Context: an optimization exercise on an open-source flow, tuned for small area, a short achievable clock period and few clock cycles per item. The choices shown serve that exercise and are no tape-out recipe. Power figures rest on the tool's default switching activity, not on a simulated workload.

==> flow/design.v <==
`default_nettype none
package frgbe_pkg;
   localparam logic [62:0] BlackThreshold = 63'h3E112E0BE826D695;
   localparam logic [10:0] OverflowExp = 11'd1150;
   localparam logic [10:0] ExpBase = 11'd984;
   function automatic logic [7:0] exp_byte(input logic [7:0] e);
      logic [7:0] r;
      logic [8:0] c;
      localparam logic [7:0] K = 8'd90;
      c[0] = 1'b0;
      for (int k = 0; k < 8; k++) begin
         if (K[k]) begin
            r[k] = ~(e[k] ^ c[k]);
            c[k + 1] = e[k] | c[k];
         end else begin
            r[k] = e[k] ^ c[k];
            c[k + 1] = e[k] & c[k];
         end
      end
      exp_byte = r;
   endfunction
   function automatic logic below_threshold(input logic [62:0] x);
      logic [63:0] lt, gt;
      lt = '0;
      gt = '0;
      for (int i = 0; i < 63; i++) begin
         lt[i] = ~x[i] & BlackThreshold[i];
         gt[i] = x[i] & ~BlackThreshold[i];
      end
      for (int w = 1; w < 64; w = w * 2) begin
         for (int i = 0; i + w < 64; i = i + 2 * w) begin
            lt[i] = lt[i + w] | (~gt[i + w] & lt[i]);
            gt[i] = gt[i + w] | (~lt[i + w] & gt[i]);
         end
      end
      below_threshold = lt[0];
   endfunction
endpackage
`default_nettype wire
`default_nettype none
module frgbe_max
(
   input  wire logic [63:0] in_bits,
   output logic [7:0]       out_exp,
   output logic             out_below,
   output logic             out_inf,
   output logic             out_over
);
   logic ones, frac_nz, valid;
   logic [10:0] off;
   always_comb begin
      ones = &in_bits[62:52];
      frac_nz = |in_bits[51:0];
      valid = !in_bits[63] && !ones;
      off = in_bits[62:52] - frgbe_pkg::ExpBase;
      out_exp = (valid && in_bits[62:52] > frgbe_pkg::ExpBase) ? off[7:0] : 8'd0;
      out_inf = !in_bits[63] && ones && !frac_nz;
      out_over = valid && (in_bits[62:52] >= frgbe_pkg::OverflowExp);
      out_below = in_bits[63] || (ones && frac_nz) ||
                  frgbe_pkg::below_threshold(in_bits[62:0]);
   end
endmodule
`default_nettype wire
`default_nettype none
module frgbe_scale
(
   input  wire logic [7:0]  e0, e1, e2,
   input  wire logic [6:0]  f0, f1, f2,
   output logic [7:0]       out_eb,
   output logic [7:0]       out_m0, out_m1, out_m2,
   output logic             out_z0, out_z1, out_z2
);
   logic [8:0] d01, d02, d12;
   logic sel0, sel1, sel2;
   logic [2:0] n01, n02, n12, sh0, sh1, sh2;
   logic z0, z1, z2;
   logic [7:0] m0, m1, m2, eb;
   function automatic logic ge8(input logic [8:0] d);
      ge8 = !d[8] && (d[7:3] != 5'd0);
   endfunction
   function automatic logic le8n(input logic [8:0] d);
      le8n = d[8] && ((d[7:3] != 5'h1F) || (d[2:0] == 3'd0));
   endfunction
   always_comb begin
      d01 = {1'b0, e0} - {1'b0, e1};
      d02 = {1'b0, e0} - {1'b0, e2};
      d12 = {1'b0, e1} - {1'b0, e2};
      n01 = 3'd0 - d01[2:0];
      n02 = 3'd0 - d02[2:0];
      n12 = 3'd0 - d12[2:0];
      sel0 = !d01[8] && !d02[8];
      sel1 = !sel0 && !d12[8];
      sel2 = !sel0 && !sel1;
      z0 = (sel1 && le8n(d01)) || (sel2 && le8n(d02));
      sh0 = sel1 ? n01 : (sel2 ? n02 : 3'd0);
      z1 = (sel0 && ge8(d01)) || (sel2 && le8n(d12));
      sh1 = sel0 ? d01[2:0] : (sel2 ? n12 : 3'd0);
      z2 = (sel0 && ge8(d02)) || (sel1 && ge8(d12));
      sh2 = sel0 ? d02[2:0] : (sel1 ? d12[2:0] : 3'd0);
      m0 = {1'b1, f0} >> sh0;
      m1 = {1'b1, f1} >> sh1;
      m2 = {1'b1, f2} >> sh2;
      eb = sel0 ? frgbe_pkg::exp_byte(e0) :
           (sel1 ? frgbe_pkg::exp_byte(e1) : frgbe_pkg::exp_byte(e2));
      out_eb = eb;
      out_m0 = m0;
      out_m1 = m1;
      out_m2 = m2;
      out_z0 = z0;
      out_z1 = z1;
      out_z2 = z2;
   end
endmodule
`default_nettype wire
`default_nettype none
module float_to_rgbe_encode
(
   input  wire logic         clock,
   input  wire logic         reset,
   input  wire logic         req_tvalid,
   output logic              req_tready,
   input  wire logic [191:0] req_tdata,   
   output logic              rsp_tvalid,
   input  wire logic         rsp_tready,
   output logic [31:0]       rsp_tdata    
);
   logic adv, v1_ff, idle2_ff;
   logic [7:0] eb_in, m0_in, m1_in, m2_in, eb_ff, m0_ff, m1_ff, m2_ff;
   logic z0_in, z1_in, z2_in, z0_ff, z1_ff, z2_ff, black2_ff, over2_ff;
   logic [7:0] e0, e1, e2, e0_ff, e1_ff, e2_ff;
   logic [6:0] f0_ff, f1_ff, f2_ff;
   logic b0, b1, b2, i0, i1, i2, o0, o1, o2;
   logic black_ff, over_ff;
   frgbe_max u_c0 (.in_bits(req_tdata[63:0]), .out_exp(e0),
                   .out_below(b0), .out_inf(i0), .out_over(o0));
   frgbe_max u_c1 (.in_bits(req_tdata[127:64]), .out_exp(e1),
                   .out_below(b1), .out_inf(i1), .out_over(o1));
   frgbe_max u_c2 (.in_bits(req_tdata[191:128]), .out_exp(e2),
                   .out_below(b2), .out_inf(i2), .out_over(o2));
   frgbe_scale u_scale (.e0(e0_ff), .e1(e1_ff), .e2(e2_ff), .f0(f0_ff), .f1(f1_ff), .f2(f2_ff),
                        .out_eb(eb_in), .out_m0(m0_in), .out_m1(m1_in), .out_m2(m2_in),
                        .out_z0(z0_in), .out_z1(z1_in), .out_z2(z2_in));
   assign adv = idle2_ff || rsp_tready;
   assign req_tready = adv;
   always_ff @(posedge clock) begin
      if (reset) begin
         v1_ff <= 1'b0;
         idle2_ff <= 1'b1;
      end else if (adv) begin
         v1_ff <= req_tvalid;
         idle2_ff <= !v1_ff;
      end
      if (adv) begin
         e0_ff <= e0;
         e1_ff <= e1;
         e2_ff <= e2;
         f0_ff <= req_tdata[51:45];
         f1_ff <= req_tdata[115:109];
         f2_ff <= req_tdata[179:173];
         black_ff <= b0 && b1 && b2;
         over_ff <= i0 || i1 || i2 || o0 || o1 || o2;
         eb_ff <= eb_in;
         m0_ff <= m0_in;
         m1_ff <= m1_in;
         m2_ff <= m2_in;
         z0_ff <= z0_in;
         z1_ff <= z1_in;
         z2_ff <= z2_in;
         black2_ff <= black_ff;
         over2_ff <= over_ff;
      end
   end
   assign rsp_tvalid = !idle2_ff;
   always_comb begin
      if (black2_ff) rsp_tdata = '0;
      else if (over2_ff) rsp_tdata = '1;
      else rsp_tdata = {eb_ff, z2_ff ? 8'd0 : m2_ff, z1_ff ? 8'd0 : m1_ff, z0_ff ? 8'd0 : m0_ff};
   end
endmodule
`default_nettype wire
Settings: LEC_CHECK=0, ABC_AREA=1, CAP_MARGIN=20, CORE_MARGIN=2, CORE_UTILIZATION=40, CTS_BUF_LIST=sky130_fd_sc_hd__clkbuf_8, CTS_CLUSTER_DIAMETER=100, CTS_CLUSTER_SIZE=30, SETUP_SLACK_MARGIN=3.4, SLEW_MARGIN=20; clock period 6.3 ns.
standard.sh (not shown) runs the stock make flow with config.mk's settings and CLKGATE_MAP_FILE= SYNTH_SCRIPT=/design/flow/synth_recipe.tcl, a recipe that flattens the netlist after the stock synthesis.
==> flow/flow/run.sh <==
#!/bin/bash
# Standard layout, except that the port buffers are the smallest buffer cell
# instead of the delay buffer buffer_ports picks by default, and that the
# rsp_tready and req_tready pins are placed side by side (io.tcl), as the
# only path from an input port to an output port runs between them.
# Each tool's full output lands in the ORFS logs under orfs/logs; make's own
# output in make.log.
set -euo pipefail
export BUFFER_PORTS_ARGS="-buffer_cell sky130_fd_sc_hd__buf_1"
export IO_CONSTRAINTS="$PWD/flow/io.tcl"
bash standard.sh > make.log 2>&1
==> flow/flow/io.tcl <==
# keep the two ready pins next to each other
set_io_pin_constraint -group -order -pin_names {rsp_tready req_tready}
Next try:
--- a/flow/design.v
+++ b/flow/design.v
@@ -1,25 +1,10 @@
 `default_nettype none
 package frgbe_pkg;
    localparam logic [62:0] BlackThreshold = 63'h3E112E0BE826D695;
    localparam logic [10:0] OverflowExp = 11'd1150;
-   localparam logic [10:0] ExpBase = 11'd984;
-   function automatic logic [7:0] exp_byte(input logic [7:0] e);
-      logic [7:0] r;
-      logic [8:0] c;
-      localparam logic [7:0] K = 8'd90;
-      c[0] = 1'b0;
-      for (int k = 0; k < 8; k++) begin
-         if (K[k]) begin
-            r[k] = ~(e[k] ^ c[k]);
-            c[k + 1] = e[k] | c[k];
-         end else begin
-            r[k] = e[k] ^ c[k];
-            c[k + 1] = e[k] & c[k];
-         end
-      end
-      exp_byte = r;
-   endfunction
+   localparam logic [10:0] ExpBase = 11'd894;
+   localparam logic [10:0] ExpFloor = 11'd896;
    function automatic logic below_threshold(input logic [62:0] x);
       logic [63:0] lt, gt;
       lt = '0;
       gt = '0;
@@ -52,9 +37,9 @@
       ones = &in_bits[62:52];
       frac_nz = |in_bits[51:0];
       valid = !in_bits[63] && !ones;
       off = in_bits[62:52] - frgbe_pkg::ExpBase;
-      out_exp = (valid && in_bits[62:52] > frgbe_pkg::ExpBase) ? off[7:0] : 8'd0;
+      out_exp = (valid && in_bits[62:52] >= frgbe_pkg::ExpFloor) ? off[7:0] : 8'd0;
       out_inf = !in_bits[63] && ones && !frac_nz;
       out_over = valid && (in_bits[62:52] >= frgbe_pkg::OverflowExp);
       out_below = in_bits[63] || (ones && frac_nz) ||
                   frgbe_pkg::below_threshold(in_bits[62:0]);
@@ -99,10 +84,9 @@
       sh2 = sel0 ? d02[2:0] : (sel1 ? d12[2:0] : 3'd0);
       m0 = {1'b1, f0} >> sh0;
       m1 = {1'b1, f1} >> sh1;
       m2 = {1'b1, f2} >> sh2;
-      eb = sel0 ? frgbe_pkg::exp_byte(e0) :
-           (sel1 ? frgbe_pkg::exp_byte(e1) : frgbe_pkg::exp_byte(e2));
+      eb = sel0 ? e0 : (sel1 ? e1 : e2);
       out_eb = eb;
       out_m0 = m0;
       out_m1 = m1;
       out_m2 = m2;
Outcome: Clock-buffer cell count stays the same; final area went down by 3.2%; routed wire length is lower by 6.0%; global-route usage is lower by 0.76 points; die area came out lower by 3.3%; sequential cell count does not change; maximum frequency stays flat; non-clock buffer count rose by 1; power fell by 4.8%; setup slack got worse by 6.2 ps; hold slack is worse by 14 ps.
Function was not checked in any run of this note: the RTL went through the layout flow alone.

==> separate check: timing with driven ports <==
How much do the figures lean on ideal ports? The routed layouts below were timed once more, with nothing changed but the port constraints.
Step 1 (the two cells are an assumption about what drives the block):
set clk [get_ports {clock}]
set_driving_cell -lib_cell sky130_fd_sc_hd__clkbuf_16 $clk
set_driving_cell -lib_cell sky130_fd_sc_hd__buf_2 [delete_from_list [all_inputs] $clk]
Step 2 moves the port delays by t, midway between the first and last clock arrival at a register: inputs arrive t later, outputs are due t later. That takes back most of the time a late clock gives input paths.
Slacks: no drivers / after step 1 / after step 2; pairs: no drivers / after step 1.
run	t, ns	slack for setup (ns)	worst setup path at the end	latest minus earliest clock arrival (ns)
the first run	0.413	3.312 / 3.279 / 3.279	input to output	0.014 / 0.014
the second run	0.405	3.306 / 3.272 / 3.272	input to output	0.009 / 0.009
After both steps setup and hold are still met in every run listed. For the second run, which loses most, drivers alone change the setup slack by -0.034 ns; drivers and shift together by -0.034 ns.
